This is an optimization exercise on Yosys and OpenROAD, whose aim is small area and a short achievable clock period, not a production implementation.
Only simulation tests tie the RTL to the original design; equivalence was not proved.

JK:
==> flow/design.v <==
module ddr2_cmd_responder #(
  parameter int BA_BITS      = 3,
  parameter int ADDR_BITS    = 13,
  parameter int DQ_BITS      = 16,
  parameter int DM_BITS      = 2,
  parameter int COL_IDX_BITS = 4
) (
  input  logic                 clk,
  input  logic                 rst,
  input  logic                 cke,
  input  logic                 cs_n,
  input  logic                 ras_n,
  input  logic                 cas_n,
  input  logic                 we_n,
  input  logic [BA_BITS-1:0]   ba,
  input  logic [ADDR_BITS-1:0] addr,
  input  logic [DQ_BITS-1:0]   dq_in,
  input  logic [DM_BITS-1:0]   dm,
  output logic [DQ_BITS-1:0]   dq_out,
  output logic                 dq_oe,
  output logic                 ready,
  output logic                 err,
  output logic [2:0]           err_code
);
  localparam int NBANK  = 1 << BA_BITS;
  localparam int NCOL   = 1 << COL_IDX_BITS;
  localparam int DEPTH  = NBANK * NCOL;
  localparam int BYTE_W = DQ_BITS / DM_BITS;
  logic cmd_v, c_mrs, c_ref, c_pre, c_act, c_rw;
  assign cmd_v = !cs_n && cke;
  assign c_mrs = cmd_v && !ras_n && !cas_n && !we_n;
  assign c_ref = cmd_v && !ras_n && !cas_n &&  we_n;
  assign c_pre = cmd_v && !ras_n &&  cas_n && !we_n;
  assign c_act = cmd_v && !ras_n &&  cas_n &&  we_n;
  assign c_rw  = cmd_v &&  ras_n && !cas_n;           
  logic ba0, mode_ok;
  assign ba0     = (ba == '0);
  assign mode_ok = (addr[6:4] == 3'd3 || addr[6:4] == 3'd4 || addr[6:4] == 3'd5)
                   && (addr[2:1] == 2'b01);
  logic pw_q, wm_q, rdy_q, wpa;
  assign wpa = !pw_q && !wm_q && !rdy_q;
  logic [1:0]       clm2_q;           
  logic             bl8_q;
  logic [NBANK-1:0] open_q;
  logic             busy_q, aact_q, rd_q, bbl8_q;
  logic [1:0]       wait_q;
  logic [2:0]       beat_q;
  logic [BA_BITS-1:0]      bank_q;
  logic [COL_IDX_BITS-1:0] start_q;
  logic             err_q;
  logic [2:0]       code_q;
  logic             rv_q;             
  logic [NBANK-1:0][DM_BITS-1:0] wbank_n;   
  logic [NCOL-1:0]  col_n;            
  logic [DEPTH-1:0] rsel;             
  logic [DQ_BITS-1:0] wdata_q;
  logic             dq_oe_q;
  logic [DQ_BITS-1:0] dq_out_q;
  logic open_ba;
  assign open_ba = open_q[ba];
  logic e_ninit, e_mode, e_ref, e_act, e_closed, e_ovl, new_err;
  logic [2:0] new_code;
  assign e_ninit  = (c_ref || c_act || c_rw) && !rdy_q;
  assign e_mode   = c_mrs && ba0 && !mode_ok;
  assign e_ref    = c_ref && rdy_q && (|open_q);
  assign e_act    = c_act && rdy_q && open_ba;
  assign e_closed = c_rw && rdy_q && !open_ba;
  assign e_ovl    = c_rw && rdy_q && open_ba && busy_q;
  assign new_err  = e_ninit || e_mode || e_ref || e_act || e_closed || e_ovl;
  assign new_code = {e_ref || e_closed || e_ovl,
                     e_mode || e_act || e_ovl,
                     e_ninit || e_act || e_closed};
  logic accept, aev, last;
  logic [COL_IDX_BITS-1:0] mask, bcol;
  assign accept = c_rw && rdy_q && open_ba && !busy_q;
  assign aev    = aact_q && (wait_q == 2'd0);
  assign last   = (beat_q[1:0] == 2'b11) && (beat_q[2] || !bbl8_q);
  assign mask   = bbl8_q ? COL_IDX_BITS'(7) : COL_IDX_BITS'(3);
  assign bcol   = (start_q & ~mask) | ((start_q + COL_IDX_BITS'(beat_q)) & mask);
  always_ff @(posedge clk) begin
    if (rst) begin
      pw_q    <= 1'b1;
      wm_q    <= 1'b0;
      rdy_q   <= 1'b0;
      clm2_q  <= 2'd1;
      bl8_q   <= 1'b0;
      open_q  <= '0;
      busy_q  <= 1'b0;
      aact_q  <= 1'b0;
      err_q   <= 1'b0;
      code_q  <= 3'd0;
    end else begin
      pw_q  <= pw_q && !cke;
      wm_q  <= (wm_q && !(c_mrs && ba0)) || (wpa && c_pre && addr[10]);
      rdy_q <= rdy_q || (wm_q && c_mrs && ba0);
      if (c_mrs && ba0 && mode_ok) begin
        clm2_q <= 2'(addr[6:4] - 3'd2);
        bl8_q  <= addr[0];
      end
      for (int b = 0; b < NBANK; b++) begin
        if (c_pre && (addr[10] || ba == BA_BITS'(b))) open_q[b] <= 1'b0;
        else if (c_act && rdy_q && ba == BA_BITS'(b)) open_q[b] <= 1'b1;
      end
      if (!busy_q) begin
        busy_q <= accept;
        aact_q <= accept;
      end else begin
        if (aev && last) aact_q <= 1'b0;
        if ((aev && last && !rd_q) || !aact_q) busy_q <= 1'b0;
      end
      if (!err_q) begin
        err_q  <= new_err;
        code_q <= new_code;
      end
    end
  end
  always_ff @(posedge clk) begin
    if (!busy_q) begin
      rd_q    <= we_n;
      bank_q  <= ba;
      start_q <= addr[COL_IDX_BITS-1:0];
      bbl8_q  <= bl8_q;
      wait_q  <= clm2_q;
      beat_q  <= 3'd0;
    end else if (aact_q) begin
      if (wait_q != 2'd0) wait_q <= wait_q - 2'd1;
      else                beat_q <= beat_q + 3'd1;
    end
  end
  always_ff @(posedge clk) begin
    rv_q    <= aev && rd_q && !rst;
    for (int b = 0; b < NBANK; b++) begin
      for (int y = 0; y < DM_BITS; y++)
        wbank_n[b][y] <= !(aev && !rd_q && !rst && bank_q == BA_BITS'(b) && !dm[y]);
    end
    for (int c = 0; c < NCOL; c++) col_n[c] <= (bcol != COL_IDX_BITS'(c));
    for (int w = 0; w < DEPTH; w++)
      rsel[w] <= aev && rd_q && !rst && bank_q == BA_BITS'(w / NCOL) && bcol == COL_IDX_BITS'(w % NCOL);
    wdata_q <= dq_in;
  end
  logic [DEPTH-1:0][DQ_BITS-1:0] mem_q;
  logic [DEPTH-1:0][DM_BITS-1:0] wen;
  for (genvar w = 0; w < DEPTH; w++) begin : g_word
    for (genvar y = 0; y < DM_BITS; y++) begin : g_byte
      ddr2_nor2 u_we (.a(wbank_n[w / NCOL][y]), .b(col_n[w % NCOL]), .y(wen[w][y]));
      always_ff @(posedge clk)
        if (wen[w][y]) mem_q[w][y*BYTE_W +: BYTE_W] <= wdata_q[y*BYTE_W +: BYTE_W];
    end
  end
  localparam int N1 = (DEPTH + 2) / 3;       
  localparam int N2 = (N1 + 3) / 4;          
  localparam int N3 = (N2 + 3) / 4;          
  logic [DQ_BITS-1:0] rdat;
  for (genvar b = 0; b < DQ_BITS; b++) begin : g_bit
    logic [N1-1:0] l1;
    logic [N2-1:0] l2;
    logic [N3-1:0] l3;
    for (genvar g = 0; g < N1; g++) begin : g_l1
      if (3*g + 2 < DEPTH) begin : g_3
        ddr2_aoi222 u (.a0(rsel[3*g]),   .b0(mem_q[3*g][b]),
                       .a1(rsel[3*g+1]), .b1(mem_q[3*g+1][b]),
                       .a2(rsel[3*g+2]), .b2(mem_q[3*g+2][b]), .y(l1[g]));
      end else begin : g_2
        ddr2_aoi22 u (.a0(rsel[3*g]),   .b0(mem_q[3*g][b]),
                      .a1(rsel[3*g+1]), .b1(mem_q[3*g+1][b]), .y(l1[g]));
      end
    end
    for (genvar g = 0; g < N2; g++) begin : g_l2
      if (4*g + 3 < N1) begin : g_4
        ddr2_nand4 u (.a(l1[4*g]), .b(l1[4*g+1]), .c(l1[4*g+2]), .d(l1[4*g+3]), .y(l2[g]));
      end else begin : g_3
        ddr2_nand3 u (.a(l1[4*g]), .b(l1[4*g+1]), .c(l1[4*g+2]), .y(l2[g]));
      end
    end
    for (genvar g = 0; g < N3; g++) begin : g_l3
      if (4*g + 3 < N2) begin : g_4
        ddr2_nor4 u (.a(l2[4*g]), .b(l2[4*g+1]), .c(l2[4*g+2]), .d(l2[4*g+3]), .y(l3[g]));
      end else begin : g_3
        ddr2_nor3 u (.a(l2[4*g]), .b(l2[4*g+1]), .c(l2[4*g+2]), .y(l3[g]));
      end
    end
    assign rdat[b] = !(&l3);
  end
  always_ff @(posedge clk) begin
    if (rst) begin
      dq_oe_q  <= 1'b0;
      dq_out_q <= '0;
    end else begin
      dq_oe_q  <= rv_q;
      dq_out_q <= rdat;
    end
  end
  assign dq_out   = dq_out_q;
  assign dq_oe    = dq_oe_q;
  assign ready    = rdy_q;
  assign err      = err_q;
  assign err_code = code_q;
endmodule
module ddr2_nor2 (input logic a, b, output logic y);
  assign y = !(a || b);
endmodule
module ddr2_aoi222 (input logic a0, b0, a1, b1, a2, b2, output logic y);
  assign y = !((a0 && b0) || (a1 && b1) || (a2 && b2));
endmodule
module ddr2_aoi22 (input logic a0, b0, a1, b1, output logic y);
  assign y = !((a0 && b0) || (a1 && b1));
endmodule
module ddr2_nand4 (input logic a, b, c, d, output logic y);
  assign y = !(a && b && c && d);
endmodule
module ddr2_nand3 (input logic a, b, c, output logic y);
  assign y = !(a && b && c);
endmodule
module ddr2_nor4 (input logic a, b, c, d, output logic y);
  assign y = !(a || b || c || d);
endmodule
module ddr2_nor3 (input logic a, b, c, output logic y);
  assign y = !(a || b || c);
endmodule
export LEC_CHECK = 0
export CAP_MARGIN = 20
export CORE_MARGIN = 2
export CORE_UTILIZATION = 50
export CTS_CLUSTER_DIAMETER = 60
export CTS_CLUSTER_SIZE = 26
export PLACE_DENSITY = 0.6
export SETUP_SLACK_MARGIN = 3.0
export SLEW_MARGIN = 20
export SYNTH_HIERARCHICAL = 1
export SYNTH_MINIMUM_KEEP_SIZE = 0
create_clock -name core_clock -period 5.5 [get_ports {clk}]
run.sh (not shown) runs the stock make flow with config.mk's settings and CLKGATE_MAP_FILE= SYNTH_SCRIPT=/design/flow/synth_recipe.tcl, a recipe that flattens the netlist after the stock synthesis.
The inputs of MS differ from those of JK as listed below.
--- a/flow/design.v
+++ b/flow/design.v
@@ -47,15 +47,15 @@
   logic [2:0]       beat_q;
   logic [BA_BITS-1:0]      bank_q;
   logic [COL_IDX_BITS-1:0] start_q;
   logic             err_q;
   logic [2:0]       code_q;
   logic             rv_q;             
+  logic [NBANK-1:0] rbank_n;          
   logic [NBANK-1:0][DM_BITS-1:0] wbank_n;   
   logic [NCOL-1:0]  col_n;            
-  logic [DEPTH-1:0] rsel;             
   logic [DQ_BITS-1:0] wdata_q;
   logic             dq_oe_q;
   logic [DQ_BITS-1:0] dq_out_q;
   logic open_ba;
   assign open_ba = open_q[ba];
   logic e_ninit, e_mode, e_ref, e_act, e_closed, e_ovl, new_err;
@@ -127,23 +127,24 @@
       else                beat_q <= beat_q + 3'd1;
     end
   end
   always_ff @(posedge clk) begin
     rv_q    <= aev && rd_q && !rst;
     for (int b = 0; b < NBANK; b++) begin
+      rbank_n[b] <= !(aev && rd_q && !rst && bank_q == BA_BITS'(b));
       for (int y = 0; y < DM_BITS; y++)
         wbank_n[b][y] <= !(aev && !rd_q && !rst && bank_q == BA_BITS'(b) && !dm[y]);
     end
     for (int c = 0; c < NCOL; c++) col_n[c] <= (bcol != COL_IDX_BITS'(c));
-    for (int w = 0; w < DEPTH; w++)
-      rsel[w] <= aev && rd_q && !rst && bank_q == BA_BITS'(w / NCOL) && bcol == COL_IDX_BITS'(w % NCOL);
     wdata_q <= dq_in;
   end
   logic [DEPTH-1:0][DQ_BITS-1:0] mem_q;
+  logic [DEPTH-1:0]              rsel;
   logic [DEPTH-1:0][DM_BITS-1:0] wen;
   for (genvar w = 0; w < DEPTH; w++) begin : g_word
+    ddr2_nor2 u_rs (.a(rbank_n[w / NCOL]), .b(col_n[w % NCOL]), .y(rsel[w]));
     for (genvar y = 0; y < DM_BITS; y++) begin : g_byte
       ddr2_nor2 u_we (.a(wbank_n[w / NCOL][y]), .b(col_n[w % NCOL]), .y(wen[w][y]));
       always_ff @(posedge clk)
         if (wen[w][y]) mem_q[w][y*BYTE_W +: BYTE_W] <= wdata_q[y*BYTE_W +: BYTE_W];
     end
   end
[summary]
Compared with JK, MS shows a higher switching part of the total power.
JK reports its launching instance or port of the critical path as rsel[33]$_DFF_P_ while MS reports col_n[6]$_DFF_P_.
Post-cts sizing count: MS vs JK up 52%
Looking at sequential cell area share, MS sits below JK.
Diff JK -> MS: synthesized area moved down, post-synthesis net count moved down.
Changes observed in MS relative to JK: number of flip-flops and latches has decreased, routed wire length dropped 6900 µm.

## port drivers added, routing unchanged
Ports are ideal in the flow. The routed layouts listed here were re-timed in OpenROAD. Step 1: set_driving_cell puts a clkbuf_16 on clk and a buf_2 on each other input, an assumption about the parent block. Step 2 also shifts input and output timing later by t, the mid clock arrival at the registers, as if the neighbouring blocks saw the same clock. a / b / c = no drivers / after step 1 / after step 2; a / b = the first two.
run	shift t [ns]	setup slack, ns	worst hold slack (ns)	worst setup path after step 2	cell pins on the clock port's net
JK	0.869	2.896 / 2.896 / 2.231	0.477 / 0.477 / 0.477	input to register	1
MS	0.859	2.784 / 2.784 / 2.263	0.456 / 0.456 / 0.456	input to register	1
After both steps setup and hold are still met in every run listed. For JK, which loses most, drivers alone change the setup slack by 0.000 ns; drivers and shift together by -0.665 ns.
